Background: an optimization exercise with open tools, aiming at small area, a short achievable clock period and few clock cycles per item. Do not read the settings as production practice.
At most, simulation tests tie the RTL to the original design; equivalence was not proved.
Function not checked in runs 5 and 6: the RTL went through the layout flow alone.
No activity file was given, so power comes from the tool's default toggle rates.

[config.mk]
export PLATFORM = sky130hd
export DESIGN_NAME = alu_seq
export DESIGN_NICKNAME = alu_seq
export VERILOG_FILES = /design/flow/design.v
export SDC_FILE = /design/flow/constraint.sdc
export NUM_CORES = 4
export LEC_CHECK = 0
export ABC_CLOCK_PERIOD_IN_PS = 4000
export CAP_MARGIN = 20
export CORE_MARGIN = 2
export CORE_UTILIZATION = 40
export SETUP_SLACK_MARGIN = 4.5
export SLEW_MARGIN = 20
[constraint.sdc]
create_clock -name core_clock -period 9.0 [get_ports {clk}]
set_input_delay 1.8000 -clock core_clock [delete_from_list [all_inputs] [get_ports {clk}]]
set_output_delay 1.8000 -clock core_clock [all_outputs]
set_load 0.01 [all_outputs]
[design.v]
module alu_seq #(
  parameter int WIDTH = 32,
  parameter int CNT_W = $clog2(WIDTH) + 1
) (
  input  logic             clk,
  input  logic             rst_n,
  input  logic             in_valid,
  output logic             in_ready,
  input  logic [WIDTH-1:0] a,
  input  logic [WIDTH-1:0] b,
  input  logic [3:0]       alu_control,
  output logic             out_valid,
  input  logic             out_ready,
  output logic [WIDTH-1:0] result,
  output logic [3:0]       alu_flags,
  output logic             busy
);
  localparam logic [3:0] OP_ADD  = 4'b0000;
  localparam logic [3:0] OP_SUB  = 4'b0001;
  localparam logic [3:0] OP_MUL  = 4'b0010;
  localparam logic [3:0] OP_DIV  = 4'b0011;
  localparam logic [3:0] OP_ASR  = 4'b1011;
  localparam logic [3:0] OP_ROTL = 4'b1100;
  localparam logic [3:0] OP_ROTR = 4'b1101;
  localparam logic [3:0] OP_ADD8 = 4'b1110;
  localparam logic [3:0] OP_MUL8 = 4'b1111;
  localparam bit SIMD = 1'b1;
  function automatic logic [4:0] msb_pos(input logic [31:0] x);
    logic [15:0] h16;
    logic [7:0]  h8;
    logic [3:0]  h4;
    logic [1:0]  h2;
    msb_pos[4] = |x[31:16];
    h16        = msb_pos[4] ? x[31:16] : x[15:0];
    msb_pos[3] = |h16[15:8];
    h8         = msb_pos[3] ? h16[15:8] : h16[7:0];
    msb_pos[2] = |h8[7:4];
    h4         = msb_pos[2] ? h8[7:4] : h8[3:0];
    msb_pos[1] = |h4[3:2];
    h2         = msb_pos[1] ? h4[3:2] : h4[1:0];
    msb_pos[0] = h2[1];
  endfunction
  function automatic logic [31:0] rotl(input logic [31:0] x, input logic [4:0] k);
    rotl = x;
    if (k[0]) rotl = {rotl[30:0], rotl[31]};
    if (k[1]) rotl = {rotl[29:0], rotl[31:30]};
    if (k[2]) rotl = {rotl[27:0], rotl[31:28]};
    if (k[3]) rotl = {rotl[23:0], rotl[31:24]};
    if (k[4]) rotl = {rotl[15:0], rotl[31:16]};
  endfunction
  logic        v_e;         
  logic        fin;         
  logic [1:0]  ph;          
  logic [3:0]  op_e;
  logic        is_mul, is_simd, is_sub, is_div;
  logic [31:0] ra, rb, rq, rc;
  logic [4:0]  pa, pb;      
  logic        za, zb;      
  logic [4:0]  cnt;
  logic        ovf;
  logic [31:0] result_q;
  logic [1:0]  cv_q;
  logic        simd_q;
  logic        accept, e_go;
  logic [31:0] e_res;
  logic        e_c, e_v;
  logic [31:0] pp [4];
  logic [31:0] sA, cA, sB, cB, sC, cC, sD, cD, cAs, cBs, cCs, cDs;
  logic [31:0] topm, keep;
  logic        lost;
  logic        mul_more;    
  logic [31:0] ra_sh, rb_sh;
  always_comb begin
    topm = is_simd ? 32'h8080_8080 : 32'h8000_0000;
    keep = is_simd ? 32'hFEFE_FEFE : 32'hFFFF_FFFE;
    lost = 1'b0;
    for (int k = 0; k < 4; k++) begin
      pp[k] = '0;
      for (int j = 0; j < 32; j++) begin
        if (j + k < 32) begin
          if (is_simd && ((j + k) / 8 != j / 8)) begin
            lost = lost | (ra[j] & rb[8 * (j / 8) + k]);
          end else begin
            pp[k][j + k] = ra[j] & (is_simd ? rb[8 * (j / 8) + k] : rb[k]);
          end
        end else begin
          lost = lost | (ra[j] & (is_simd ? rb[24 + k] : rb[k]));
        end
      end
    end
    sA  = rq ^ rc ^ pp[0];
    cA  = (rq & rc) | (rq & pp[0]) | (rc & pp[0]);
    sB  = pp[1] ^ pp[2] ^ pp[3];
    cB  = (pp[1] & pp[2]) | (pp[1] & pp[3]) | (pp[2] & pp[3]);
    cAs = (cA << 1) & keep;
    cBs = (cB << 1) & keep;
    sC  = sA ^ cAs ^ sB;
    cC  = (sA & cAs) | (sA & sB) | (cAs & sB);
    cCs = (cC << 1) & keep;
    sD  = sC ^ cCs ^ cBs;
    cD  = (sC & cCs) | (sC & cBs) | (cCs & cBs);
    cDs = (cD << 1) & keep;
    lost = lost | (|((cA | cB | cC | cD) & topm));
    if (is_simd) begin
      for (int i = 0; i < 4; i++) begin
        ra_sh[8*i +: 8] = {ra[8*i +: 4], 4'b0};
        rb_sh[8*i +: 8] = {4'b0, rb[8*i+4 +: 4]};
        lost = lost | ((|ra[8*i+4 +: 4]) & (|rb[8*i+4 +: 4]));
      end
    end else begin
      ra_sh = {ra[27:0], 4'b0};
      rb_sh = {4'b0, rb[31:4]};
      lost  = lost | ((|ra[31:28]) & (|rb[31:4]));
    end
    mul_more = (rb_sh != '0);
  end
  logic        mul_fin;
  logic [31:0] ad_x, ad_y;
  logic        gx;
  logic [35:0] ad_s;
  logic [31:0] sum;
  logic        cout, lane_c;
  always_comb begin
    mul_fin = is_mul && ph[0];
    ad_x = mul_fin ? rq : ra;
    ad_y = mul_fin ? rc : (is_sub ? ~rb : rb);
    gx   = !is_simd;
    ad_s = {1'b0, ad_x[31:24], gx, ad_x[23:16], gx, ad_x[15:8], gx, ad_x[7:0]}
         + {1'b0, ad_y[31:24], 1'b0, ad_y[23:16], 1'b0, ad_y[15:8], 1'b0, ad_y[7:0]}
         + {35'b0, is_sub};
    sum    = {ad_s[34:27], ad_s[25:18], ad_s[16:9], ad_s[7:0]};
    cout   = ad_s[35];
    lane_c = ad_s[35] | (is_simd & (ad_s[8] | ad_s[17] | ad_s[26]));
  end
  logic [5:0]  dsh;         
  logic        dquick;      
  logic [4:0]  rot_k;
  logic [31:0] rot_x, rot;
  logic [31:0] fillm;
  logic [31:0] sh_res;
  always_comb begin
    dsh    = {1'b0, pa} - {1'b0, pb};
    dquick = zb || za || dsh[5];
    rot_x  = is_div ? rb : ra;
    case (op_e)
      OP_ROTL: rot_k = rb[4:0];
      OP_DIV:  rot_k = dsh[4:0];
      default: rot_k = 5'd0 - rb[4:0];
    endcase
    rot   = rotl(rot_x, rot_k);
    fillm = ~(32'hFFFF_FFFF >> rb[4:0]);
    if (op_e == OP_ASR)
      sh_res = (|rb[31:5]) ? {32{ra[31]}} : ((rot & ~fillm) | ({32{ra[31]}} & fillm));
    else
      sh_res = rot;
  end
  logic [3:0]  lut;
  logic [31:0] lg_res;
  always_comb begin
    case (op_e)
      4'b0100: lut = 4'b1110;    
      4'b0101: lut = 4'b1000;    
      4'b0110: lut = 4'b0011;    
      4'b0111: lut = 4'b0001;    
      4'b1000: lut = 4'b0111;    
      4'b1001: lut = 4'b0110;    
      default: lut = 4'b1001;    
    endcase
    for (int i = 0; i < 32; i++) lg_res[i] = lut[{ra[i], rb[i]}];
  end
  logic use_sum;
  always_comb begin
    use_sum = (op_e == OP_ADD) || (op_e == OP_SUB) || is_mul || (SIMD && op_e == OP_ADD8);
    e_c = 1'b0;
    e_v = 1'b0;
    if (is_div) begin
      if (ph[1]) e_res = zb ? 32'hFFFF_FFFF : 32'h0;
      else       e_res = {rq[30:0], cout};
    end else if (op_e == OP_ASR || op_e == OP_ROTL || op_e == OP_ROTR) begin
      e_res = sh_res;
    end else if (use_sum) begin
      e_res = sum;
    end else begin
      e_res = lg_res;
    end
    case (op_e)
      OP_ADD: begin
        e_c = cout;
        e_v = (ra[31] == rb[31]) && (sum[31] != ra[31]);
      end
      OP_SUB: begin
        e_c = !cout;
        e_v = (ra[31] != rb[31]) && (sum[31] != ra[31]);
      end
      OP_DIV:  e_v = ph[1] && zb;
      OP_ADD8: begin
        e_c = SIMD && lane_c;
        e_v = SIMD && lane_c;
      end
      default: e_v = is_mul && (ovf || lane_c);
    endcase
  end
  assign e_go      = v_e && fin && !(out_valid && !out_ready);
  assign in_ready  = !v_e || e_go;
  assign accept    = in_valid && in_ready;
  assign busy      = v_e && !out_valid;
  assign result    = result_q;
  assign alu_flags = {simd_q ? (result_q[7] | result_q[15] | result_q[23] | result_q[31])
                              : result_q[31],
                       (result_q == 32'h0), cv_q};
  always_ff @(posedge clk) begin
    if (!rst_n) begin
      v_e       <= 1'b0;
      out_valid <= 1'b0;
    end else begin
      if (accept)    v_e <= 1'b1;
      else if (e_go) v_e <= 1'b0;
      if (e_go)           out_valid <= 1'b1;
      else if (out_ready) out_valid <= 1'b0;
    end
  end
  always_ff @(posedge clk) begin
    if (e_go) begin
      result_q <= e_res;
      cv_q     <= {e_c, e_v};
      simd_q   <= is_simd;
    end
  end
  always_ff @(posedge clk) begin
    if (accept) begin
      op_e    <= alu_control;
      is_mul  <= (alu_control == OP_MUL) || (SIMD && alu_control == OP_MUL8);
      is_div  <= (alu_control == OP_DIV);
      is_simd <= SIMD && ((alu_control == OP_ADD8) || (alu_control == OP_MUL8));
      is_sub  <= (alu_control == OP_SUB) || (alu_control == OP_DIV);
      fin     <= !((alu_control == OP_MUL) || (alu_control == OP_DIV)
                   || (SIMD && alu_control == OP_MUL8));
      ra      <= a;
      rb      <= b;
      rq      <= '0;
      rc      <= '0;
      pa      <= msb_pos(a);
      pb      <= msb_pos(b);
      za      <= (a == '0);
      zb      <= (b == '0);
      ph      <= 2'd0;
      ovf     <= 1'b0;
    end else if (v_e && !fin) begin
      if (is_mul) begin
        ra  <= ra_sh;
        rb  <= rb_sh;
        rq  <= sD;
        rc  <= cDs;
        ovf <= ovf | lost;
        if (!mul_more) begin
          ph  <= 2'd1;
          fin <= 1'b1;
        end
      end else if (ph == 2'd0) begin
        if (dquick) begin
          ph  <= 2'd2;
          fin <= 1'b1;
        end else begin
          rb  <= rot;
          cnt <= dsh[4:0];
          ph  <= 2'd1;
          fin <= (dsh[4:0] == 5'd0);
        end
      end else begin
        if (cout) ra <= sum;
        rb  <= rb >> 1;
        rq  <= {rq[30:0], cout};
        cnt <= cnt - 5'd1;
        fin <= (cnt == 5'd1);
      end
    end
  end
endmodule
[run.sh]
#!/bin/bash
# synth_recipe.tcl (not shown) runs the flow's synth.tcl, then flattens the netlist and writes it again
# the make line also repeats each setting of config.mk as NAME=value (left out here)
make -C /OpenROAD-flow-scripts/flow DESIGN_CONFIG=/design/flow/config.mk WORK_HOME=/design/flow/orfs CLKGATE_MAP_FILE= SYNTH_SCRIPT=/design/flow/synth_recipe.tcl finish
==> run notes, run 1 <==
status timing/DRC/antenna clean; WP buf/inv 0; Startpoint Class flip-flop; mapped cell area 21500 um2; overall global routing resource usage 0.370; Tmin final 4570 ps; initial core utilization 0.407; Die Y 236 um; Synth area leader edfxtp_1; Clk pin slew, worst setup/hold paths 80 ps; Power Total 0.00588 W; Post-Syn Instances 2640; Post-Syn Area per Cell 8.15 um2; buffers added on ports 110; Detail Route Antenna Nets 0; final WL 104000 um; Most used DFF post-synth edfxtp_1; leakage power total 9.38 nW; Total Nets Final 2869; Vias 22600; GRT overflow 0; Synth Net Count 2880; Final Hold Vio Count 0; Worst Setup End Kind flip-flop; Min Hold Slack 463 ps; Worst Max-Slew Pin Slew 1260 ps; vias in the first global route 20900; Async SR Flop Fraction 0; via/cell ratio 6.78; period utilization 0.508; HP Class flip-flop to flip-flop; # fillers 5204; CP max stage cell o21ai_0; Max Cap Viol 0; CTS root buf clkbuf_16; Remaining DRCs 0; most frequent cell after synthesis a21oi_1; critical path type flip-flop to flip-flop; WP data arrival 4850 ps; TritonCTS clock tree built; worst path cell trace ha_1 > nor2b_1 > o21a_1 > o21ai_0 > nand3_1 > nand2_2 > mux2i_1 > a211oi_1 > a211oi_2 > o31ai_1; wire per inst 31.3 um; Max clock buf depth 2; initial antenna violation count 6; f_max 0.219 GHz; DR pass1 iterations 6; number of clock sinks 191; CP top delay family compound AO/OA/AOI/OAI gates; Core ar. 52900 um2; area grow syn2layout 12.9%; Yosys warning total 2; crit-path max FO 28; RD Place Congestion 1.05; area share of the largest cell type after synthesis 0.175; die area 55600 um2; Max-slew headroom 0.149; IO Count 111; sequential area share after synthesis 0.236; EDFF count, synth 125; Starting DRT DRC Count 3537; Hold Buf Count CTS 0; CTS buffer count 17; Synth area leaders edfxtp_1 17%, fa_1 11%, dfxtp_1 6.1%; Post-DP HPWL 77600 um; first-pass GRT wire length 150000 um; fin. max-slew vios 0; Cell variety after synth 92; site row count 84; top cells by count, synth 259 x a21oi_1, 241 x nand2_1, 211 x nor2_1, 182 x clkbuf_1, 174 x o21ai_0; Clock Latency Late Sink 530 ps; share of cells above drive strength 1 0.107; largest net degree at the start of global routing 88; CTS H-tree depth 4; Worst path max stage delay 760 ps; die extent in x 236 um; Worst EP required 9280 ps; power density over the cells 242 nW/um2; setup violators final 0; unrepaired setup endpoints after global routing true; Clock Skew 21.2 ps; synthesized flop and latch total 191; Max rail drop VDD 0.127 mV; final setup TNS 0 ps
==> registers in the layout, indices dropped and copies added (netlist names), 2 cells and up <==
register,flops
cnt,5
cv_q,2
op_e,4
pa,5
pb,5
ph,2
ra,32
rb,32
rc,29
result_q,32
rq,32
==> what timing repair did <==
item | 4_1_cts | 5_1_grt
pin swaps | 3 | 9
gates resized for setup | 45 | 61
setup buffers | 5 | 10
cloned | 3 | 1
endpoints found under the setup margin | 122 | 72
==> worst reg2reg max path: cells and delay by family, from the launching register on <==
kind | cells | cell delay (ps)
AOI/OAI and AO/OA | 5 | 2110
adders and majority gates | 1 | 310
DFF | 1 | 430
muxes | 1 | 270
and+or+nand+nor | 3 | 1220
==> layout by cell type, fill, tap and decap left out, types with 7 or more instances in the layout <==
master / netlist / routed
mux4_1: 14 / 14
o211ai_1: 61 / 61
a211oi_2: 2 / 8
inv_1: 171 / 168
buf_4: 1 / 71
nand2b_1: 16 / 14
mux2i_1: 87 / 83
ha_1: 47 / 47
nand3_1: 93 / 92
a31oi_1: 53 / 53
nor2_1: 211 / 206
o31ai_1: 9 / 7
xor2_1: 23 / 19
mux2_2: 49 / 49
clkbuf_16: 0 / 17
and2_1: 34 / 34
nor2b_1: 95 / 95
o21ai_0: 174 / 169
or3_1: 16 / 16
o311ai_0: 9 / 9
nand2_1: 241 / 235
fa_1: 121 / 121
a211oi_1: 72 / 66
xnor2_1: 40 / 37
and3_1: 33 / 33
dfxtp_1: 66 / 65
clkdlybuf4s50_1: 0 / 104
a21oi_1: 259 / 243
mux4_2: 21 / 21
o21a_1: 13 / 13
a21o_1: 19 / 19
nor3_1: 65 / 60
edfxtp_1: 125 / 125
a21oi_2: 0 / 14
nor4_1: 28 / 26
==> through the flow <==
stage | cell area (um2) | utilization | setup WS [ps] | instances
after floorplan | 21500 | - | 4480 | 2640
after global placement | 23100 | 0.437 | 3550 | 3279
after detailed placement | 23100 | 0.437 | 3420 | 3279
after CTS | 23900 | 0.452 | 4420 | 3319
after global routing | 24300 | 0.459 | 4300 | 3330
final | 24300 | 0.459 | 4430 | 3333
==> report_power, final <==
group	leakage (nW)	internal [W]	switching (W)
logic	7.38	0.00130	0.00246
registers	1.72	0.00108	0.000251
clock network	0.281	0.000365	0.000428
==> final timing paths <==
kind | from | endpoint | slack (ps) | cells after the start
max | pa[1]$_DFFE_PP_ | result_q[28]$_DFFE_PP_ | 4430 | 10
min | rc[31]$_SDFFE_PP0P_ | rc[31]$_SDFFE_PP0P_ | 460 | 2
max reg2reg | pa[1]$_DFFE_PP_ | result_q[28]$_DFFE_PP_ | 4430 | 10
min reg2reg | rc[31]$_SDFFE_PP0P_ | rc[31]$_SDFFE_PP0P_ | 460 | 2
==> cell families after synthesis <==
kind of cell,share of synthesized area
adder cells (fa/ha/maj),0.140
AO/OA/AOI/OAI,0.224
buffers and inverters,0.0723
flip-flops,0.236
XOR/XNOR,0.0257
multiplexers,0.106
AND/OR/NAND/NOR,0.196
==> area by class of cell <==
type | count | area [um2] | share of cell area
sequential | 191 | 5080 | 0.209
tap | 688 | 861 | 0.0354
multi-input combinational | 2055 | 15300 | 0.631
clock buffer | 18 | 429 | 0.0177
antenna | 3 | 7.51 | 0.000309
clock inverter | 14 | 130 | 0.00536
inverter | 174 | 662 | 0.0273
timing repair buffer | 190 | 1790 | 0.0737
==> metal layers <==
layer	global-route usage	wire length [um]
met5	0.00779	98
met4	0.207	7150
met3	0.127	14000
met2	0.531	42700
met1	0.485	40400
Testbench counts, summed over its fixed seeds: cycles 6,727, items 2,400.
==> run 2, diff against run 1 <==
--- a/config.mk
+++ b/config.mk
@@ -11,3 +11,3 @@
 export CORE_UTILIZATION = 40
-export SETUP_SLACK_MARGIN = 4.5
+export SETUP_SLACK_MARGIN = 5
 export SLEW_MARGIN = 20
==> run notes, run 2 <==
area share of the largest cell type after synthesis 0.175 (unchanged); initial antenna violation count 5 (-1); power density over the cells 242 nW/um2 (-0.11%); CTS buffer count 17 (unchanged); Detail Route Antenna Nets 0 (unchanged); worst path cell trace buf_12 > buf_4 > nand2_8 > mux2_2 > ha_2 > nand3_1 > a311oi_2 > o31ai_2 > a22oi_2 > a221oi_2 > buf_4 > o211a_1 > a311oi_4 > o41ai_1 > or3_1; first-pass GRT wire length 151000 um (+0.72%); Starting DRT DRC Count 3693 (+4.4%); Max Cap Viol 0 (unchanged); die area 55600 um2 (unchanged); Post-Syn Instances 2640 (unchanged); Min Hold Slack 470 ps (+6.96 ps); worst reg-to-reg setup slack 4790 ps (+360 ps); Vias 23200 (+2.6%); synthesized flop and latch total 191 (unchanged); Worst Max-Slew Pin Slew 1240 ps (-21.8 ps); most frequent cell after synthesis a21oi_1; Post-Layout Cell Count 3426 (+2.8%); wire per inst 31.1 um (-0.62%); vias in the first global route 21400 (+2.3%); Max clock buf depth 2 (unchanged); sequential area share after synthesis 0.236 (unchanged); Worst EP required 9270 ps (about the same); most common cell after layout, fill and taps aside nand2_1; Worst Setup End Kind flip-flop; fin util 0.492 (+0.0327); critical path type flip-flop to flip-flop; CTS H-tree depth 4 (unchanged); Synth area leaders edfxtp_1 17%, fa_1 11%, dfxtp_1 6.1%; worst reg2reg path depth 15 (+5); Async SR Flop Fraction 0 (unchanged); Final Hold Vio Count 0 (unchanged); EDFF count, synth 125 (unchanged); cell mode on critical path buf_4; unrepaired setup endpoints after global routing true; Clock Latency Late Sink 530 ps (about the same); period utilization 0.468 (-0.0400); largest net degree at the start of global routing 92 (+4.5%); # diodes 0 (-3); status timing/DRC/antenna clean; Synth Net Count 2880 (unchanged); Clock Skew 22.5 ps (+1.27 ps); Synth area leader edfxtp_1; top cells by count, synth 259 x a21oi_1, 241 x nand2_1, 211 x nor2_1, 182 x clkbuf_1, 174 x o21ai_0; # fillers 5073 (-2.5%); CP endpoint cv_q[0]$_DFFE_PP_; overall global routing resource usage 0.374 (+0.00325); worst r2r src is_mul$_DFFE_PP_; Clk pin slew, worst setup/hold paths 80 ps (about the same); Worst path max stage delay 460 ps (-300 ps); final setup TNS 0 ps (unchanged); Yosys warning total 2 (unchanged); final WL 107000 um (+2.2%); setup violators final 0 (unchanged); Reg2Reg Capture Point cv_q[0]$_DFFE_PP_; Hold Buf Count CTS 0 (unchanged); DR pass1 iterations 7 (+1); mapped cell area 21500 um2 (unchanged); number of clock sinks 191 (unchanged); placed cells 3278 (-0.030%); Total Nets Final 2965 (+3.3%); crit-path max FO 12 (-57%); site row count 84 (unchanged); f_max 0.237 GHz (+8.5%); Tmin final 4210 ps (-360 ps); Core ar. 52900 um2 (unchanged); leakage power total 10.0 nW (+7.1%); fin. max-slew vios 0 (unchanged); IO Count 111 (unchanged); Max-slew headroom 0.168 (+0.0193); TritonCTS clock tree built; Post-DP HPWL 75500 um (-2.7%); Die Y 236 um (unchanged); CP max stage cell edfxtp_1; GRT overflow 0 (unchanged); Post-Syn Area per Cell 8.15 um2 (unchanged); Power Total 0.00629 W (+7.0%); initial core utilization 0.407 (unchanged); via/cell ratio 6.77 (-0.14%); area grow syn2layout 21.0%; buffers added on ports 110 (unchanged); Startpoint Class flip-flop; CP startpoint is_mul$_DFFE_PP_; Remaining DRCs 0 (unchanged); HP Class flip-flop to flip-flop; Max rail drop VDD 0.141 mV (+11%); most frequent cells in the layout 233 x nand2_1, 226 x a21oi_1, 199 x nor2_1; Most used DFF post-synth edfxtp_1; share of cells above drive strength 1 0.180 (+0.0729); RD Place Congestion 1.07 (+2.1%); WP data arrival 4480 ps (-370 ps); die extent in x 236 um (unchanged); CTS root buf clkbuf_16; Cell variety after synth 92 (unchanged)
[run 2: cell type report]
cell class                 count  area (um2)  share of cell area
multi-input combinational   2062       16200               0.621
clock inverter                12         118             0.00452
tap                          688         861              0.0331
inverter                     174         671              0.0258
sequential                   191        5080               0.195
clock buffer                  20         457              0.0176
timing repair buffer         279        2680               0.103
[run 2: logic make-up after synthesis]
kind of cell,count (synthesis),synth area share
compound gates,774,0.224
xor+xnor,63,0.0257
fa+ha+maj,168,0.140
buf+inv,397,0.0723
flops,191,0.236
mux,172,0.106
simple gates,875,0.196
[run 2: power breakdown]
part	total, W	internal (W)	leakage, nW	switching [W]
clock network	0.000811	0.000380	0.278	0.000431
registers	0.00132	0.00108	1.72	0.000238
logic	0.00416	0.00153	8.05	0.00263
total	0.00629	0.00299	10.0	0.00330
[run 2: routing by layer]
metal,part of all wire,GRT usage,up-vias
li1,-,-,9677
met2,0.42,0.548,1769
met5,0.00027,0,-
met4,0.075,0.212,4
met1,0.37,0.482,11300
met3,0.14,0.123,464
[run 2: worst min-delay path by stage]
stage               slack, ps                   to  cells past startpoint                start
floorplan                 440  rc[30]$_SDFFE_PP0P_                      2  rc[30]$_SDFFE_PP0P_
global route              490  rc[31]$_SDFFE_PP0P_                      2  rc[31]$_SDFFE_PP0P_
global placement          450  rc[31]$_SDFFE_PP0P_                      2  rc[31]$_SDFFE_PP0P_
CTS                       470  rc[31]$_SDFFE_PP0P_                      2  rc[31]$_SDFFE_PP0P_
finish                    470  rc[31]$_SDFFE_PP0P_                      2  rc[31]$_SDFFE_PP0P_
detailed placement        460  rc[30]$_SDFFE_PP0P_                      2  rc[30]$_SDFFE_PP0P_
[run 2: timing repair]
item / CTS / global route
endpoints found under the setup margin: 188 / 105
setup buffers: 52 / 48
pin swaps: 23 / 51
resized for setup: 151 / 157
gates cloned: 13 / 3
[run 2: worst max-delay path, delay by kind of cell, from the launching register on]
kind / cells / cell delay, ps
compound gates: 7 / 1580
simple gates: 3 / 620
buf+inv: 3 / 530
flops: 1 / 460
fa+ha+maj: 1 / 400
mux: 1 / 360
[run 2: metrics by stage]
stage	setup WS, ps	instance area, um2
2_1_floorplan	5000	21600
3_3_place_gp	3640	23100
3_5_place_dp	3560	23100
4_1_cts	4790	24900
5_1_grt	4710	26000
6_report	4790	26000
==> run 3, diff against run 2 <==
--- a/config.mk
+++ b/config.mk
@@ -7,3 +7,3 @@
 export LEC_CHECK = 0
-export ABC_CLOCK_PERIOD_IN_PS = 4000
+export ABC_AREA = 1
 export CAP_MARGIN = 20
==> run notes, run 3 <==
status timing/DRC/antenna clean; EDFF count, synth 125 (unchanged); synthesized flop and latch total 191 (unchanged); Max Cap Viol 0 (unchanged); Die Y 238 um (+1.1%); f_max 0.243 GHz (+2.5%); via/cell ratio 6.03 (-11%); fin. max-slew vios 0 (unchanged); Synth Net Count 3657 (+27%); WP data arrival 2310 ps (-2170 ps); P_int 0.00249 W (-17%); period utilization 0.457 (-0.0116); Post-Layout Cell Count 4152 (+21%); die extent in x 238 um (+1.1%); wire per inst 25.7 um (-17%); die area 56800 um2 (+2.1%); initial antenna violation count 5 (unchanged); Worst Setup End Kind output pin; overall global routing resource usage 0.368 (-0.00587); buffers added on ports 110 (unchanged); most frequent cell after synthesis nand2_1; number of clock sinks 191 (unchanged); Detail Route Antenna Nets 0 (unchanged); Worst path max stage delay 130 ps (-330 ps); power density over the cells 219 nW/um2 (-9.3%); Max-slew headroom 0.304 (+0.136); Power Total 0.00548 W (-13%); largest net degree at the start of global routing 86 (-6.5%); Flop pwr share 0.227 (+0.017); most common cell after layout, fill and taps aside nand2_1; leakage power total 11.5 nW (+15%); first-pass GRT wire length 152000 um (+0.41%); combinational power share 0.624 (-0.038); Worst Max-Slew Pin Slew 1040 ps (-206 ps); Startpoint Class primary input; Max clock buf depth 2 (unchanged); Core ar. 54000 um2 (+2.2%); area grow syn2layout 13.8%; HP Class flip-flop to flip-flop; Async SR Flop Fraction 0 (unchanged); CP startpoint out_ready; Net Sw Frac 0.545 (+0.0207); worst r2r src is_mul$_DFFE_PP_; setup violators final 0 (unchanged); worst reg2reg path depth 17 (+2); RD Place Congestion 1.07 (-0.34%); worst reg-to-reg setup slack 5010 ps (+220 ps); DP Area 23500 um2 (+1.8%); Post-Syn Area per Cell 6.43 um2 (-21%); crit-path max FO 2 (-10); Clock Skew 26.5 ps (+4.05 ps); Cell variety after synth 52 (-43%); CP top delay family buffers and inverters; Min Hold Slack 465 ps (-4.86 ps); site row count 85 (+1.2%); Remaining DRCs 0 (unchanged); top cells by count, synth 932 x nand2_1, 471 x inv_1, 364 x nand3_1, 270 x nor2_1, 255 x o21ai_0; Reg2Reg Capture Point result_q[19]$_DFFE_PP_; area share of the largest cell type after synthesis 0.171 (-0.00373); Max rail drop VDD 0.172 mV (+22%); CTS buffer count 17 (unchanged); Levels on crit path 6 (-9); most frequent cells in the layout 923 x nand2_1, 463 x inv_1, 360 x nand3_1; part of the power in the clock network 0.149 (+0.020); post-layout instance area 25000 um2 (-3.9%); share of cells above drive strength 1 0.0666 (-0.114); CTS H-tree depth 4 (unchanged); placed cells 4085 (+25%); IO Count 111 (unchanged); mapped cell area 22000 um2 (+2.2%); GRT overflow 0 (unchanged); Final Hold Vio Count 0 (unchanged); CP max stage cell nor2_4; Synth area leader edfxtp_1; Total Nets Final 3679 (+24%); Tmin final 4110 ps (-104 ps); DR pass1 iterations 6 (-1); Synth area leaders edfxtp_1 17%, nand2_1 16%, fa_1 11%; Hold Buf Count CTS 0 (unchanged); initial core utilization 0.407 (about the same); vias in the first global route 22300 (+4.1%); Worst EP required 7200 ps (-2070 ps); sequential area share after synthesis 0.231 (-0.00504); Post-Syn Instances 3417 (+29%); Post-DP HPWL 80500 um (+6.7%); area of the multi-input gates 14700 um2 (-8.9%); # fillers 5688 (+12%); Yosys warning total 2 (unchanged); Vias 25000 (+7.9%); final WL 107000 um (+0.35%); unrepaired setup endpoints after global routing true; final setup TNS 0 ps (unchanged); worst path cell trace buf_8 > inv_12 > a21oi_4 > nor2_4 > inv_2 > buf_6; Most used DFF post-synth edfxtp_1; Clk pin slew, worst setup/hold paths 70 ps (about the same); CP endpoint in_ready; critical path type primary input to output pin; TritonCTS clock tree built; WP buf/inv 4 (+1); Seq. cell area 5070 um2 (about the same); Clock Latency Late Sink 530 ps (about the same); Starting DRT DRC Count 3843 (+4.1%); sw power 0.00299 W (-9.4%); CTS root buf clkbuf_16
-- run 3: cell count changes after synthesis, sizes merged, moves of 35 or more --
cell    before  now
a211oi      74    6
clkbuf     183  122
inv        173  483
mux2        49    0
mux2i       88    1
mux4        35    0
nand2      242  942
nand3       93  364
nor2       211  285
nor2b       95    0
nor3        65   20
o21ai      178  274
-- run 3: worst min path at each step --
stage,cells past startpoint,endpoint,from,slack [ps]
2_1_floorplan,2,ovf$_SDFFE_PP0P_,ovf$_SDFFE_PP0P_,440
3_3_place_gp,2,ovf$_SDFFE_PP0P_,ovf$_SDFFE_PP0P_,450
3_5_place_dp,2,ovf$_SDFFE_PP0P_,ovf$_SDFFE_PP0P_,450
4_1_cts,2,ovf$_SDFFE_PP0P_,ovf$_SDFFE_PP0P_,460
5_1_grt,2,ovf$_SDFFE_PP0P_,ovf$_SDFFE_PP0P_,490
6_report,2,ovf$_SDFFE_PP0P_,ovf$_SDFFE_PP0P_,470
-- run 3: metal layers --
layer	GRT usage	vias up	wire, um
met1	0.493	11700	42100
met2	0.517	1770	43100
li1	-	11200	-
met4	0.216	4	7240
met5	0	-	31
met3	0.117	333	14400
-- run 3: cell type report --
type / count / share of cell area
multi-input cells: 2562 / 0.589
flip-flops and latches: 191 / 0.203
clock buffers: 19 / 0.0173
repair buffers: 177 / 0.0747
clock inverters: 13 / 0.00596
well taps: 696 / 0.0348
inverters: 490 / 0.0751
diodes: 4 / 0.000400
-- run 3: worst min-delay path, stage by stage (launching register included) --
cell and delay (ps):
dfxtp_1 300, inv_1 60, a21oi_1 60
-- run 3: cell families (layout without fill, tap and decap cells) --
group | Yosys count | in the layout | synth area share
adder cells (fa/ha/maj) | 168 | 168 | 0.137
other | 0 | 4 | 0
AND/OR/NAND/NOR | 1685 | 1686 | 0.323
multiplexers | 1 | 1 | 0.000456
buffers and inverters | 668 | 699 | 0.120
flip-flops | 191 | 191 | 0.231
AO/OA/AOI/OAI | 657 | 660 | 0.170
XOR/XNOR | 47 | 47 | 0.0187
-- run 3: power by group through the flow --
stage / clock network [W] / registers (W) / logic [W]
6_report: 0.000818 / 0.00124 / 0.00342
5_1_grt: 0.000851 / 0.00124 / 0.00367
4_1_cts: 0.000821 / 0.00123 / 0.00315
3_5_place_dp: 0 / 0.00125 / 0.00309
3_3_place_gp: 0 / 0.00125 / 0.00309
2_1_floorplan: 0 / 0.00115 / 0.00206
-- run 3: timing repair --
item	in CTS	in global routing
gates cloned	4	6
gates resized for setup	55	87
pin swaps	2	16
setup buffers	4	17
setup endpoints to repair	248	73
hold endpoints to repair	0	0
-- run 3: metrics by stage --
stage | utilization | setup slack [ps]
floorplan | - | 4490
global placement | 0.435 | 2990
detailed placement | 0.435 | 2980
CTS | 0.452 | 4670
global route | 0.463 | 4880
finish | 0.463 | 4890
==> run 4, diff against run 3 <==
==> flow/run.sh (new file) <==
#!/bin/bash
# Layout flow: the standard layout (standard.sh, which runs the ORFS make targets with
# the standard synthesis), with one change: the buffers that global placement puts on every
# input and output port are sky130_fd_sc_hd__buf_1 instead of the library pick
# (clkdlybuf4s50_1, a larger delay buffer). Timing repair still resizes any of them that
# sit on a critical path. The make output goes to standard.log in the work folder; ORFS's
# per-step logs stay under orfs/logs/.
set -euo pipefail
export BUFFER_PORTS_ARGS="-buffer_cell sky130_fd_sc_hd__buf_1"
bash standard.sh finish > standard.log 2>&1
==> standard.sh (new file) <==
#!/bin/bash
# synth_recipe.tcl (not shown) runs the flow's synth.tcl, then flattens the netlist and writes it again
# the make line also repeats each setting of config.mk as NAME=value (left out here)
make -C /OpenROAD-flow-scripts/flow DESIGN_CONFIG=/design/flow/config.mk WORK_HOME=/design/flow/orfs CLKGATE_MAP_FILE= SYNTH_SCRIPT=/design/flow/synth_recipe.tcl "${@:-finish}"
removed: run.sh
==> run notes, run 4 <==
largest net degree at the start of global routing 67 (-22%); CTS buffer count 17 (unchanged); Max Cap Viol 0 (unchanged); status timing/DRC/antenna clean; Most used DFF post-synth edfxtp_1; Min Hold Slack 468 ps (+2.67 ps); Clock Skew 19.0 ps (-7.52 ps); pre-CTS setup slack 3380 ps (+398 ps); most frequent cell after synthesis nand2_1; Worst EP required 7200 ps (about the same); EDFF count, synth 125 (unchanged); area of the multi-input gates 14800 um2 (+0.56%); most common cell after layout, fill and taps aside nand2_1; vias in the first global route 22300 (-0.21%); post-layout instance area 24300 um2 (-2.6%); Synth area leaders edfxtp_1 17%, nand2_1 16%, fa_1 11%; Cell variety after synth 52 (unchanged); Post-Syn Area per Cell 6.43 um2 (unchanged); Setup WS post-layout 4870 ps (-23.4 ps); via/cell ratio 6.02 (about the same); crit-path max FO 2 (unchanged); Starting DRT DRC Count 3932 (+2.3%); routing usage on met3 0.109 (-0.00810); Vias 24900 (-0.33%); Async SR Flop Fraction 0 (unchanged); period utilization 0.459 (+0.00260); initial antenna violation count 5 (unchanged); leakage power total 11.2 nW (-2.8%); f_max 0.242 GHz (-0.57%); Tmin final 4130 ps (+23.4 ps); final setup TNS 0 ps (unchanged); number of clock sinks 191 (unchanged); DR pass1 iterations 7 (+1); top cells by count, synth 932 x nand2_1, 471 x inv_1, 364 x nand3_1, 270 x nor2_1, 255 x o21ai_0; GRT overflow 0 (unchanged); site row count 85 (unchanged); met1 Use GR 0.514 (+0.0210); CTS H-tree depth 4 (unchanged); Max rail drop VDD 0.169 mV (-2.2%); critical path type primary input to output pin; most frequent cells in the layout 921 x nand2_1, 464 x inv_1, 358 x nand3_1; area grow syn2layout 10.8%; Die Y 238 um (unchanged); Synth Net Count 3657 (unchanged); Clk pin slew, worst setup/hold paths 90 ps (+20 ps); Total Nets Final 3670 (-0.24%); IO Count 111 (unchanged); die extent in x 238 um (unchanged); share of cells above drive strength 1 0.0659 (-0.000697); Synth area leader edfxtp_1; die area 56800 um2 (unchanged); power density over the cells 225 nW/um2 (+2.6%); Remaining DRCs 0 (unchanged); RD Place Congestion 1.05 (-2.1%); fin. max-slew vios 0 (unchanged); initial core utilization 0.407 (unchanged); Worst Max-Slew Pin Slew 1070 ps (+35.2 ps); area share of the largest cell type after synthesis 0.171 (unchanged); overall global routing resource usage 0.373 (+0.00555); Max-slew headroom 0.281 (-0.0236); Post-Syn Instances 3417 (unchanged); DP Area 22800 um2 (-3.0%); Post-DP HPWL 82700 um (+2.8%); Seq. cell area 5070 um2 (unchanged); gr busiest metal met2; wire per inst 26.1 um (+1.5%); sequential area share after synthesis 0.231 (unchanged); buffers added on ports 110 (unchanged); final WL 108000 um (+1.2%); Core ar. 54000 um2 (unchanged); TritonCTS clock tree built; Final Hold Vio Count 0 (unchanged); # fillers 5778 (+1.6%); synthesized flop and latch total 191 (unchanged); Startpoint Class primary input; first-pass GRT wire length 153000 um (+1.1%); Max clock buf depth 2 (unchanged); Worst Setup End Kind output pin; Yosys warning total 2 (unchanged); Detail Route Antenna Nets 0 (unchanged); setup violators final 0 (unchanged); met2 Use GR 0.532 (+0.0155); HP Class flip-flop to flip-flop; Hold Buf Count CTS 0 (unchanged); unrepaired setup endpoints after global routing true; mapped cell area 22000 um2 (unchanged); WP data arrival 2330 ps (+20 ps); Clock Latency Late Sink 510 ps (-20 ps); CTS root buf clkbuf_16
## run 4: path summary, 6_finish.rpt
check	from	to	slack [ps]	cells after the start
setup / recovery	out_ready	in_ready	4870	6
setup reg to reg	ra[0]$_DFFE_PP_	result_q[29]$_DFFE_PP_	5060	21
hold reg to reg	ovf$_SDFFE_PP0P_	ovf$_SDFFE_PP0P_	470	2
hold / removal	ovf$_SDFFE_PP0P_	ovf$_SDFFE_PP0P_	470	2
## run 4: per-layer routing
metal  routed length [um]  share of wire  vias up
met3                13700           0.13      301
li1                     -              -    11200
met4                 6330          0.058        6
met2                44000           0.41     1736
met5                   46        0.00043        -
met1                44200           0.41    11700
## run 4: cell families after synthesis
group                      count (synthesis)  share of synthesized area
DFF                                      191                      0.231
muxes                                      1                   0.000456
xor gates and xnor gates                  47                     0.0187
buffers and inverters                    668                      0.120
and+or+nand+nor                         1685                      0.323
adders and majority gates                168                      0.137
AOI/OAI and AO/OA                        657                      0.170
## run 4: critical path: stages
cell and delay, ps:
buf_8 90, inv_12 30, a21oi_4 170, nor2_4 60, inv_2 80, buf_6 100
## run 4: repair_timing
action,4_1_cts,5_1_grt
pin swaps,7,13
cloned,5,3
resized for setup,71,80
setup buffers,7,10
endpoints found under the setup margin,241,109
## run 4: layout make-up
type	instances	share of cell area
multi-input combinational	2561	0.608
tap	696	0.0358
clock buffer	17	0.0175
clock inverter	15	0.00807
timing repair buffer	169	0.0452
sequential	191	0.208
antenna	1	0.000103
inverter	490	0.0772
## run 4: through the flow
step / power (W) / utilization / cells
5_1_grt: 0.00575 / 0.451 / 4139
4_1_cts: 0.00522 / 0.442 / 4126
3_5_place_dp: 0.00432 / 0.422 / 4082
2_1_floorplan: 0.00321 / - / 3417
6_report: 0.00548 / 0.451 / 4140
3_3_place_gp: 0.00432 / 0.422 / 4082
## run 4: power by group
| group | total, W | switching (W) | internal (W) |
|---|---|---|---|
| Combinational | 0.00337 | 0.00239 | 0.000980 |
| Sequential | 0.00125 | 0.000180 | 0.00107 |
| Clock | 0.000849 | 0.000424 | 0.000424 |
==> run 5, diff against run 4 <==
--- a/design.v
+++ b/design.v
@@ -146,3 +146,3 @@
       OP_ROTL: rot_k = rb[4:0];
-      OP_DIV:  rot_k = dsh[4:0];
+      OP_DIV:  rot_k = {dsh[4:1], 1'b0};
       default: rot_k = 5'd0 - rb[4:0];
@@ -155,2 +155,16 @@
       sh_res = rot;
+  end
+  logic [33:0] dv2;
+  logic [34:0] dv3;
+  logic        ge1, ge2, ge3;
+  logic [1:0]  dq;
+  logic [31:0] dv_r;
+  always_comb begin
+    dv2  = {2'b0, ra} - {1'b0, rb, 1'b0};
+    dv3  = {3'b0, ra} - {2'b0, rb, 1'b0} - {3'b0, rb};
+    ge1  = cout;
+    ge2  = !dv2[33];
+    ge3  = !dv3[34];
+    dq   = ge3 ? 2'd3 : (ge2 ? 2'd2 : {1'b0, ge1});
+    dv_r = ge3 ? dv3[31:0] : (ge2 ? dv2[31:0] : (ge1 ? sum : ra));
   end
@@ -177,3 +191,3 @@
       if (ph[1]) e_res = zb ? 32'hFFFF_FFFF : 32'h0;
-      else       e_res = {rq[30:0], cout};
+      else       e_res = {rq[29:0], dq};
     end else if (op_e == OP_ASR || op_e == OP_ROTL || op_e == OP_ROTR) begin
@@ -264,10 +278,10 @@
           rb  <= rot;
-          cnt <= dsh[4:0];
+          cnt <= {1'b0, dsh[4:1]};
           ph  <= 2'd1;
-          fin <= (dsh[4:0] == 5'd0);
+          fin <= (dsh[4:1] == 4'd0);
         end
       end else begin
-        if (cout) ra <= sum;
-        rb  <= rb >> 1;
-        rq  <= {rq[30:0], cout};
+        ra  <= dv_r;
+        rb  <= rb >> 2;
+        rq  <= {rq[29:0], dq};
         cnt <= cnt - 5'd1;
==> run.sh (new file) <==
#!/bin/bash
# synth_recipe.tcl (not shown) runs the flow's synth.tcl, then flattens the netlist and writes it again
# the make line also repeats each setting of config.mk as NAME=value (left out here)
make -C /OpenROAD-flow-scripts/flow DESIGN_CONFIG=/design/flow/config.mk WORK_HOME=/design/flow/orfs CLKGATE_MAP_FILE= SYNTH_SCRIPT=/design/flow/synth_recipe.tcl finish
--- a/config.mk
+++ b/config.mk
@@ -7,3 +7,3 @@
 export LEC_CHECK = 0
-export ABC_AREA = 1
+export ABC_CLOCK_PERIOD_IN_PS = 4000
 export CAP_MARGIN = 20
@@ -11,3 +11,3 @@
 export CORE_UTILIZATION = 40
-export SETUP_SLACK_MARGIN = 5
+export SETUP_SLACK_MARGIN = 4.5
 export SLEW_MARGIN = 20
removed: flow/run.sh
removed: standard.sh
==> run notes, run 5 <==
status timing/DRC/antenna clean; buffers added on ports 110 (unchanged); CTS root buf clkbuf_16; RD Place Congestion 1.03 (-1.8%); Synth Net Count 3437 (-6.0%); initial core utilization 0.406 (-0.000733); Post-Layout Cell Count 4064 (-1.8%); via/cell ratio 6.54 (+8.6%); vias in the first global route 24600 (+11%); site row count 91 (+7.1%); Synth area leader edfxtp_1; Most used DFF post-synth edfxtp_1; number of clock sinks 191 (unchanged); most common cell after layout, fill and taps aside a21oi_1; Async SR Flop Fraction 0 (unchanged); f_max 0.163 GHz (-32%); die extent in x 255 um (+6.8%); synthesized flop and latch total 191 (unchanged); TritonCTS clock tree built; CTS buffer count 17 (unchanged); Core ar. 61800 um2 (+14%); Setup WS post-layout 2880 ps (-1990 ps); Final Hold Vio Count 0 (unchanged); worst r2r src ra[1]$_DFFE_PP_; Worst Max-Slew Pin Slew 1340 ps (+264 ps); area share of the largest cell type after synthesis 0.150 (-0.0213); first-pass GRT wire length 179000 um (+17%); die area 64800 um2 (+14%); Clock Latency Late Sink 530 ps (+20 ps); Max Cap Viol 0 (unchanged); area grow syn2layout 19.7%; largest net degree at the start of global routing 101 (+51%); final setup TNS 0 ps (unchanged); most frequent cell after synthesis a21oi_1; Detail Route Antenna Nets 0 (unchanged); wire per inst 31.4 um (+20%); Tmin final 6120 ps (+1990 ps); IO Count 111 (unchanged); DP Area 27200 um2 (+19%); top cells by count, synth 351 x a21oi_1, 259 x nor2_1, 229 x nand2_1, 213 x inv_1, 210 x o21ai_0; Cell variety after synth 91 (+75%); fin util 0.486 (+0.0351); DR pass1 iterations 8 (+1); sequential area share after synthesis 0.202 (-0.0288); Die Y 255 um (+6.8%); WP data arrival 6390 ps (+4060 ps); leakage power total 12.2 nW (+8.7%); Post-Syn Area per Cell 8.03 um2 (+25%); Reg2Reg Capture Point ra[18]$_DFFE_PP_; setup violators final 0 (unchanged); Vias 26600 (+6.6%); share of cells above drive strength 1 0.157 (+0.0909); Worst Setup End Kind flip-flop; power density over the cells 409 nW/um2 (+82%); CP endpoint ra[18]$_DFFE_PP_; HP Class flip-flop to flip-flop; Max-slew headroom 0.0981 (-0.183); critical path type flip-flop to flip-flop; EDFF count, synth 125 (unchanged); # fillers 6058 (+4.8%); Max clock buf depth 2 (unchanged); Post-Syn Instances 3126 (-8.5%); Remaining DRCs 0 (unchanged); fin. max-slew vios 0 (unchanged); Clock Skew 16.8 ps (-2.24 ps); Startpoint Class flip-flop; worst reg-to-reg setup slack 2880 ps (-2180 ps); Post-DP HPWL 93900 um (+13%); Synth area leaders edfxtp_1 15%, fa_1 9.8%, a21oi_1 7.0%; pre-CTS setup slack 1650 ps (-1730 ps); final WL 128000 um (+18%); Clk pin slew, worst setup/hold paths 90 ps (about the same); overall global routing resource usage 0.388 (+0.0152); Total Nets Final 3525 (-4.0%); most frequent cells in the layout 327 x a21oi_1, 246 x nor2_1, 222 x nand2_1; period utilization 0.680 (+0.221); CP startpoint ra[1]$_DFFE_PP_; # diodes 0 (-1); Hold Buf Count CTS 0 (unchanged); mapped cell area 25100 um2 (+14%); Max rail drop VDD 0.217 mV (+28%); GRT overflow 0 (unchanged); unrepaired setup endpoints after global routing true; initial antenna violation count 5 (unchanged); post-layout instance area 30000 um2 (+23%); CTS H-tree depth 4 (unchanged); Starting DRT DRC Count 3816 (-3.0%); worst reg2reg path depth 26 (+24%); Worst EP required 9270 ps (+2070 ps); crit-path max FO 11 (+9); placed cells 3930 (-3.7%); Yosys warning total 2 (unchanged)
## run 5: power by group
part / internal (W) / leakage (nW) / switching, W
clock: 0.000386 / 0.300 / 0.000488
sequential: 0.00115 / 1.72 / 0.000192
combinational: 0.00385 / 10.1 / 0.00621
## run 5: cells by family (layout without fill, tap and decap cells)
kind of cell               Yosys count  after routing  synth area share
AOI/OAI and AO/OA                  960            961             0.239
xor gates and xnor gates           117            117            0.0408
adders and majority gates          239            239             0.156
buffers and inverters              459            555            0.0721
DFF                                191            191             0.202
muxes                              237            237             0.112
and+or+nand+nor                    923            927             0.178
## run 5: cell type report
cell class              instances  area (um2)  area share
well taps                     837        1050      0.0349
clock inverters                15         199     0.00662
repair buffers                305        2910      0.0970
clock buffers                  17         425      0.0142
flip-flops and latches        191        5080       0.169
multi-input cells            2481       19500       0.650
inverters                     218         857      0.0285
## run 5: metrics by stage
stage          hold WS (ps)  total power [W]
2_1_floorplan           436          0.00674
3_3_place_gp            446          0.00961
3_5_place_dp            448          0.00962
4_1_cts                 461           0.0112
5_1_grt                 483           0.0128
6_report                464           0.0123
## run 5: worst max-delay path, stage by stage (launching register included)
cell and delay, ps:
edfxtp_1 500, clkinv_4 90, ha_4 130, inv_2 40, fa_2 420, a211oi_4 300
o211ai_1 220, a21boi_1 260, o21bai_1 120, a21oi_2 180, xnor2_2 160, ha_4 250
a21oi_4 170, o21ai_2 90, a221o_1 320, a211o_1 290, o211ai_1 250, nand4b_1 190
a31oi_2 230, nor2_1 80, a2111o_1 430, ha_4 290, buf_12 150, buf_12 140
a211oi_2 150, a21oi_1 80, a221o_1 330
## run 5: worst min-delay path by stage
| stage | startpoint | end | slack, ps | cells after the start |
|---|---|---|---|---|
| after floorplan | rc[30]$_SDFFE_PP0P_ | rc[30]$_SDFFE_PP0P_ | 440 | 2 |
| after global placement | rc[30]$_SDFFE_PP0P_ | rc[30]$_SDFFE_PP0P_ | 450 | 2 |
| after detailed placement | rc[30]$_SDFFE_PP0P_ | rc[30]$_SDFFE_PP0P_ | 450 | 2 |
| after CTS | rc[30]$_SDFFE_PP0P_ | rc[30]$_SDFFE_PP0P_ | 460 | 2 |
| after global routing | rc[30]$_SDFFE_PP0P_ | rc[30]$_SDFFE_PP0P_ | 480 | 2 |
| final | rc[30]$_SDFFE_PP0P_ | rc[30]$_SDFFE_PP0P_ | 460 | 2 |
## run 5: repair_timing
action,CTS,global route
resized for setup,124,146
gates cloned,5,3
pin swaps,51,64
setup endpoints to repair,120,88
setup buffers,59,35
## run 5: per-layer routing
layer / wire length (um) / vias up / track usage / share of wire
met2: 52700 / 1805 / 0.560 / 0.41
met5: 94 / - / 0.00902 / 0.00074
met4: 8840 / 4 / 0.236 / 0.069
met1: 50600 / 13000 / 0.514 / 0.40
li1: - / 11400 / - / -
met3: 15300 / 375 / 0.109 / 0.12
==> run 6, diff against run 5 <==
--- a/design.v
+++ b/design.v
@@ -54,3 +54,3 @@
   logic [3:0]  op_e;
-  logic        is_mul, is_simd, is_sub, is_div;
+  logic        is_mul, is_simd, is_sub, is_div, is_sh, use_sum;
   logic [31:0] ra, rb, rq, rc;
@@ -119,2 +119,3 @@
   logic        gx;
+  logic [36:0] ad_w;
   logic [35:0] ad_s;
@@ -127,5 +128,5 @@
     gx   = !is_simd;
-    ad_s = {1'b0, ad_x[31:24], gx, ad_x[23:16], gx, ad_x[15:8], gx, ad_x[7:0]}
-         + {1'b0, ad_y[31:24], 1'b0, ad_y[23:16], 1'b0, ad_y[15:8], 1'b0, ad_y[7:0]}
-         + {35'b0, is_sub};
+    ad_w = {1'b0, ad_x[31:24], gx, ad_x[23:16], gx, ad_x[15:8], gx, ad_x[7:0], 1'b1}
+         + {1'b0, ad_y[31:24], 1'b0, ad_y[23:16], 1'b0, ad_y[15:8], 1'b0, ad_y[7:0], is_sub};
+    ad_s = ad_w[36:1];
     sum    = {ad_s[34:27], ad_s[25:18], ad_s[16:9], ad_s[7:0]};
@@ -146,3 +147,3 @@
       OP_ROTL: rot_k = rb[4:0];
-      OP_DIV:  rot_k = {dsh[4:1], 1'b0};
+      OP_DIV:  rot_k = dsh[4:0];
       default: rot_k = 5'd0 - rb[4:0];
@@ -155,16 +156,2 @@
       sh_res = rot;
-  end
-  logic [33:0] dv2;
-  logic [34:0] dv3;
-  logic        ge1, ge2, ge3;
-  logic [1:0]  dq;
-  logic [31:0] dv_r;
-  always_comb begin
-    dv2  = {2'b0, ra} - {1'b0, rb, 1'b0};
-    dv3  = {3'b0, ra} - {2'b0, rb, 1'b0} - {3'b0, rb};
-    ge1  = cout;
-    ge2  = !dv2[33];
-    ge3  = !dv3[34];
-    dq   = ge3 ? 2'd3 : (ge2 ? 2'd2 : {1'b0, ge1});
-    dv_r = ge3 ? dv3[31:0] : (ge2 ? dv2[31:0] : (ge1 ? sum : ra));
   end
@@ -184,5 +171,4 @@
   end
-  logic use_sum;
-  always_comb begin
-    use_sum = (op_e == OP_ADD) || (op_e == OP_SUB) || is_mul || (SIMD && op_e == OP_ADD8);
+  logic [31:0] e_oth;
+  always_comb begin
     e_c = 1'b0;
@@ -190,11 +176,10 @@
     if (is_div) begin
-      if (ph[1]) e_res = zb ? 32'hFFFF_FFFF : 32'h0;
-      else       e_res = {rq[29:0], dq};
-    end else if (op_e == OP_ASR || op_e == OP_ROTL || op_e == OP_ROTR) begin
-      e_res = sh_res;
-    end else if (use_sum) begin
-      e_res = sum;
+      if (ph[1]) e_oth = zb ? 32'hFFFF_FFFF : 32'h0;
+      else       e_oth = {rq[30:0], cout};
+    end else if (is_sh) begin
+      e_oth = sh_res;
     end else begin
-      e_res = lg_res;
-    end
+      e_oth = lg_res;
+    end
+    e_res = use_sum ? sum : e_oth;
     case (op_e)
@@ -249,2 +234,5 @@
       is_sub  <= (alu_control == OP_SUB) || (alu_control == OP_DIV);
+      is_sh   <= (alu_control == OP_ASR) || (alu_control == OP_ROTL) || (alu_control == OP_ROTR);
+      use_sum <= (alu_control == OP_ADD) || (alu_control == OP_SUB) || (alu_control == OP_MUL)
+                 || (SIMD && ((alu_control == OP_ADD8) || (alu_control == OP_MUL8)));
       fin     <= !((alu_control == OP_MUL) || (alu_control == OP_DIV)
@@ -278,10 +266,10 @@
           rb  <= rot;
-          cnt <= {1'b0, dsh[4:1]};
+          cnt <= dsh[4:0];
           ph  <= 2'd1;
-          fin <= (dsh[4:1] == 4'd0);
+          fin <= (dsh[4:0] == 5'd0);
         end
       end else begin
-        ra  <= dv_r;
-        rb  <= rb >> 2;
-        rq  <= {rq[29:0], dq};
+        if (cout) ra <= sum;
+        rb  <= rb >> 1;
+        rq  <= {rq[30:0], cout};
         cnt <= cnt - 5'd1;
==> run notes, run 6 <==
status timing/DRC/antenna clean; Synth Net Count 3310 (-3.7%); worst path cell trace buf_4 > and4bb_4 > mux2i_1 > buf_4 > mux2i_1 > mux2i_1 > a2111oi_1 > a311oi_1 > a31oi_1 > o311ai_1 > o21ba_1; mapped cell area 23900 um2 (-4.9%); most frequent cell after synthesis a21oi_1; Remaining DRCs 0 (unchanged); Post-Syn Area per Cell 7.77 um2 (-3.2%); initial core utilization 0.404 (-0.00175); Vias 26100 (-2.0%); via/cell ratio 6.86 (+4.8%); vias in the first global route 24000 (-2.8%); WP data arrival 4900 ps (-1490 ps); fin util 0.451 (-0.0347); final setup TNS 0 ps (unchanged); EDFF count, synth 127 (+1.6%); crit-path max FO 37 (+26); Worst Setup End Kind flip-flop; share of cells above drive strength 1 0.0959 (-0.0609); # fillers 5960 (-1.6%); first-pass GRT wire length 173000 um (-3.3%); worst reg-to-reg setup slack 4470 ps (+1590 ps); die extent in x 248 um (-2.5%); Hold Buf Count CTS 0 (unchanged); f_max 0.221 GHz (+35%); Most used DFF post-synth edfxtp_1; area of the multi-input gates 17100 um2 (-12%); CTS root buf clkbuf_16; critical path type flip-flop to flip-flop; final WL 123000 um (-3.7%); RD Place Congestion 1.07 (+3.7%); Synth area leaders edfxtp_1 16%, fa_1 10%, a21oi_1 6.9%; CTS buffer count 17 (unchanged); area share of the largest cell type after synthesis 0.160 (+0.0103); Synth area leader edfxtp_1; worst reg2reg path depth 11 (-58%); combinational power share 0.647 (-0.173); sequential area share after synthesis 0.215 (+0.0130); IO Count 111 (unchanged); unrepaired setup endpoints after global routing true; Async SR Flop Fraction 0 (unchanged); wire per inst 32.3 um (+2.9%); Clock Latency Late Sink 520 ps (about the same); Startpoint Class flip-flop; Starting DRT DRC Count 4134 (+8.3%); leakage power total 9.91 nW (-19%); Post-DP HPWL 90200 um (-3.9%); DR pass1 iterations 10 (+2); initial antenna violation count 6 (+1); Detail Route Antenna Nets 0 (unchanged); period utilization 0.504 (-0.176); Worst path max stage delay 710 ps (+210 ps); HP Class flip-flop to flip-flop; overall global routing resource usage 0.393 (+0.00492); WP buf/inv 2 (-2); Clk pin slew, worst setup/hold paths 80 ps (about the same); Yosys warning total 2 (unchanged); Die Y 248 um (-2.5%); Hold Path Origin rc[31]$_SDFFE_PP0P_; Max Cap Viol 0 (unchanged); CP top delay family compound AO/OA/AOI/OAI gates; GRT overflow 0 (unchanged); WHS Endpoint rc[31]$_SDFFE_PP0P_; worst r2r src op_e[2]$_DFFE_PP_; largest net degree at the start of global routing 122 (+21%); number of clock sinks 193 (+1.0%); Cell variety after synth 93 (+2.2%); site row count 89 (-2.2%); Max rail drop VDD 0.180 mV (-17%); TritonCTS clock tree built; Power Total 0.00619 W (-50%); synthesized flop and latch total 193 (+1.0%); P_int 0.00287 W (-47%); sw power 0.00332 W (-52%); Total Nets Final 3252 (-7.7%); fin. max-slew vios 0 (unchanged); Net Sw Frac 0.537 (-0.0251); Reg2Reg Capture Point result_q[23]$_DFFE_PP_; CTS H-tree depth 4 (unchanged); Core ar. 59000 um2 (-4.5%); cell mode on critical path mux2i_1; area grow syn2layout 11.6%; Flop pwr share 0.220 (+0.111); part of the power in the clock network 0.134 (+0.063); Clock Skew 21.8 ps (+5.08 ps); top cells by count, synth 330 x a21oi_1, 276 x o21ai_0, 272 x nand2_1, 214 x clkbuf_1, 191 x nor2_1; Max-slew headroom 0.140 (+0.0421); power density over the cells 233 nW/um2 (-43%); most common cell after layout, fill and taps aside a21oi_1; Post-Syn Instances 3070 (-1.8%); setup violators final 0 (unchanged); Hold Path Depth 2 (unchanged); die area 61600 um2 (-4.9%); Seq. cell area 5140 um2 (+1.2%); CP max stage cell a31oi_1; Max clock buf depth 2 (unchanged); Worst EP required 9360 ps (+90 ps); buffers added on ports 110 (unchanged); Final Hold Vio Count 0 (unchanged); most frequent cells in the layout 319 x a21oi_1, 269 x o21ai_0, 268 x nand2_1; Tmin final 4530 ps (-1590 ps); Worst Max-Slew Pin Slew 1270 ps (-62.3 ps)
## run 6: worst max-delay path by stage
stage,startpoint,end,slack (ps),depth (start not counted)
CTS,is_div$_DFFE_PP_,result_q[25]$_DFFE_PP_,4500,10
detailed placement,is_mul$_DFFE_PP_,ra[2]$_DFFE_PP_,3290,12
global route,op_e[2]$_DFFE_PP_,result_q[23]$_DFFE_PP_,4480,11
floorplan,is_mul$_DFFE_PP_,ra[0]$_DFFE_PP_,4550,15
global placement,is_mul$_DFFE_PP_,ra[2]$_DFFE_PP_,3400,12
finish,op_e[2]$_DFFE_PP_,result_q[23]$_DFFE_PP_,4470,11
## run 6: power groups by stage
stage / combinational (W) / clock (W) / sequential [W]
2_1_floorplan: 0.00241 / 0 / 0.00119
3_5_place_dp: 0.00369 / 0 / 0.00135
3_3_place_gp: 0.00367 / 0 / 0.00135
4_1_cts: 0.00377 / 0.000834 / 0.00134
5_1_grt: 0.00422 / 0.000863 / 0.00135
6_report: 0.00400 / 0.000828 / 0.00136
## run 6: area by class of cell
type                       instances  share of cell area
clock buffer                      17              0.0160
sequential                       193               0.193
antenna                            4            0.000376
inverter                         187              0.0269
tap                              773              0.0363
timing repair buffer             222              0.0784
multi-input combinational       2391               0.643
clock inverter                    15             0.00620
## run 6: per-layer routing
layer	GRT usage	up-vias	share of wire	wire [um]
li1	-	11100	-	-
met1	0.510	12700	0.38	47000
met5	0	-	0.000073	9
met2	0.582	1835	0.42	51600
met4	0.264	2	0.080	9880
met3	0.0910	471	0.12	14300
## run 6: worst reg2reg max path, delay by kind of cell, from the launching register on
kind                   cells  cell delay [ps]
muxes                      3              870
DFF                        1              370
and+or+nand+nor            1              690
buffers and inverters      2              500
AOI/OAI and AO/OA          5             1960
## run 6: timing repair
item | 4_1_cts | 5_1_grt
setup buffers | 8 | 14
resized for setup | 50 | 34
setup endpoints to repair | 108 | 75
cloned | 4 | 2
pin swaps | 7 | 5
## run 6: kinds of logic (layout without fill, tap and decap cells)
family          Yosys count  in the layout  share of synthesized area
compound gates         1115           1116                      0.301
simple gates            906            909                      0.189
buf+inv                 490            441                     0.0831
flops                   193            193                      0.215
fa+ha+maj               168            168                      0.126
mux                     129            129                     0.0611
xor+xnor                 69             69                     0.0253
other cells               0              4                          0
## run 6: stage by stage
| stage | setup WS [ps] | hold slack (ps) | cells | cell area [um2] |
|---|---|---|---|---|
| after floorplan | 4550 | 436 | 3070 | 23900 |
| after global placement | 3400 | 455 | 3738 | 25400 |
| after detailed placement | 3290 | 457 | 3738 | 25400 |
| after CTS | 4500 | 469 | 3782 | 26300 |
| after global routing | 4480 | 483 | 3799 | 26600 |
| final | 4470 | 473 | 3802 | 26600 |

## static timing again, ports no longer ideal
In the flow no input, the clock included, has a driving cell. The finished layouts below were timed again as built, in two steps. Step 1: set_driving_cell puts a clkbuf_16 on clk and a buf_2 on each other input, an assumption about the parent block. Step 2 also shifts input and output timing later by t, the mid clock arrival at the registers, as if the neighbouring blocks saw the same clock. a / b / c = no drivers / after step 1 / after step 2; a / b = the first two.
| run | t, ns | setup slack, ns | worst setup path at the end | clock arrival spread, ns |
|---|---|---|---|---|
| run 1 | 0.579 | 4.427 / 4.427 / 4.133 | input to register | 0.021 / 0.021 |
| run 2 | 0.581 | 4.787 / 4.787 / 4.445 | input to register | 0.023 / 0.023 |
| run 3 | 0.577 | 4.891 / 4.843 / 4.508 | input to register | 0.027 / 0.026 |
| run 4 | 0.567 | 4.867 / 4.815 / 4.583 | input to register | 0.021 / 0.020 |
| run 5 | 0.585 | 2.880 / 2.880 / 2.880 | register to register | 0.017 / 0.017 |
| run 6 | 0.573 | 4.467 / 4.467 / 4.076 | input to register | 0.022 / 0.021 |
After both steps every run listed still meets setup and hold. For run 6, which loses most, drivers alone change the setup slack by 0.000 ns; drivers and shift together by -0.391 ns.
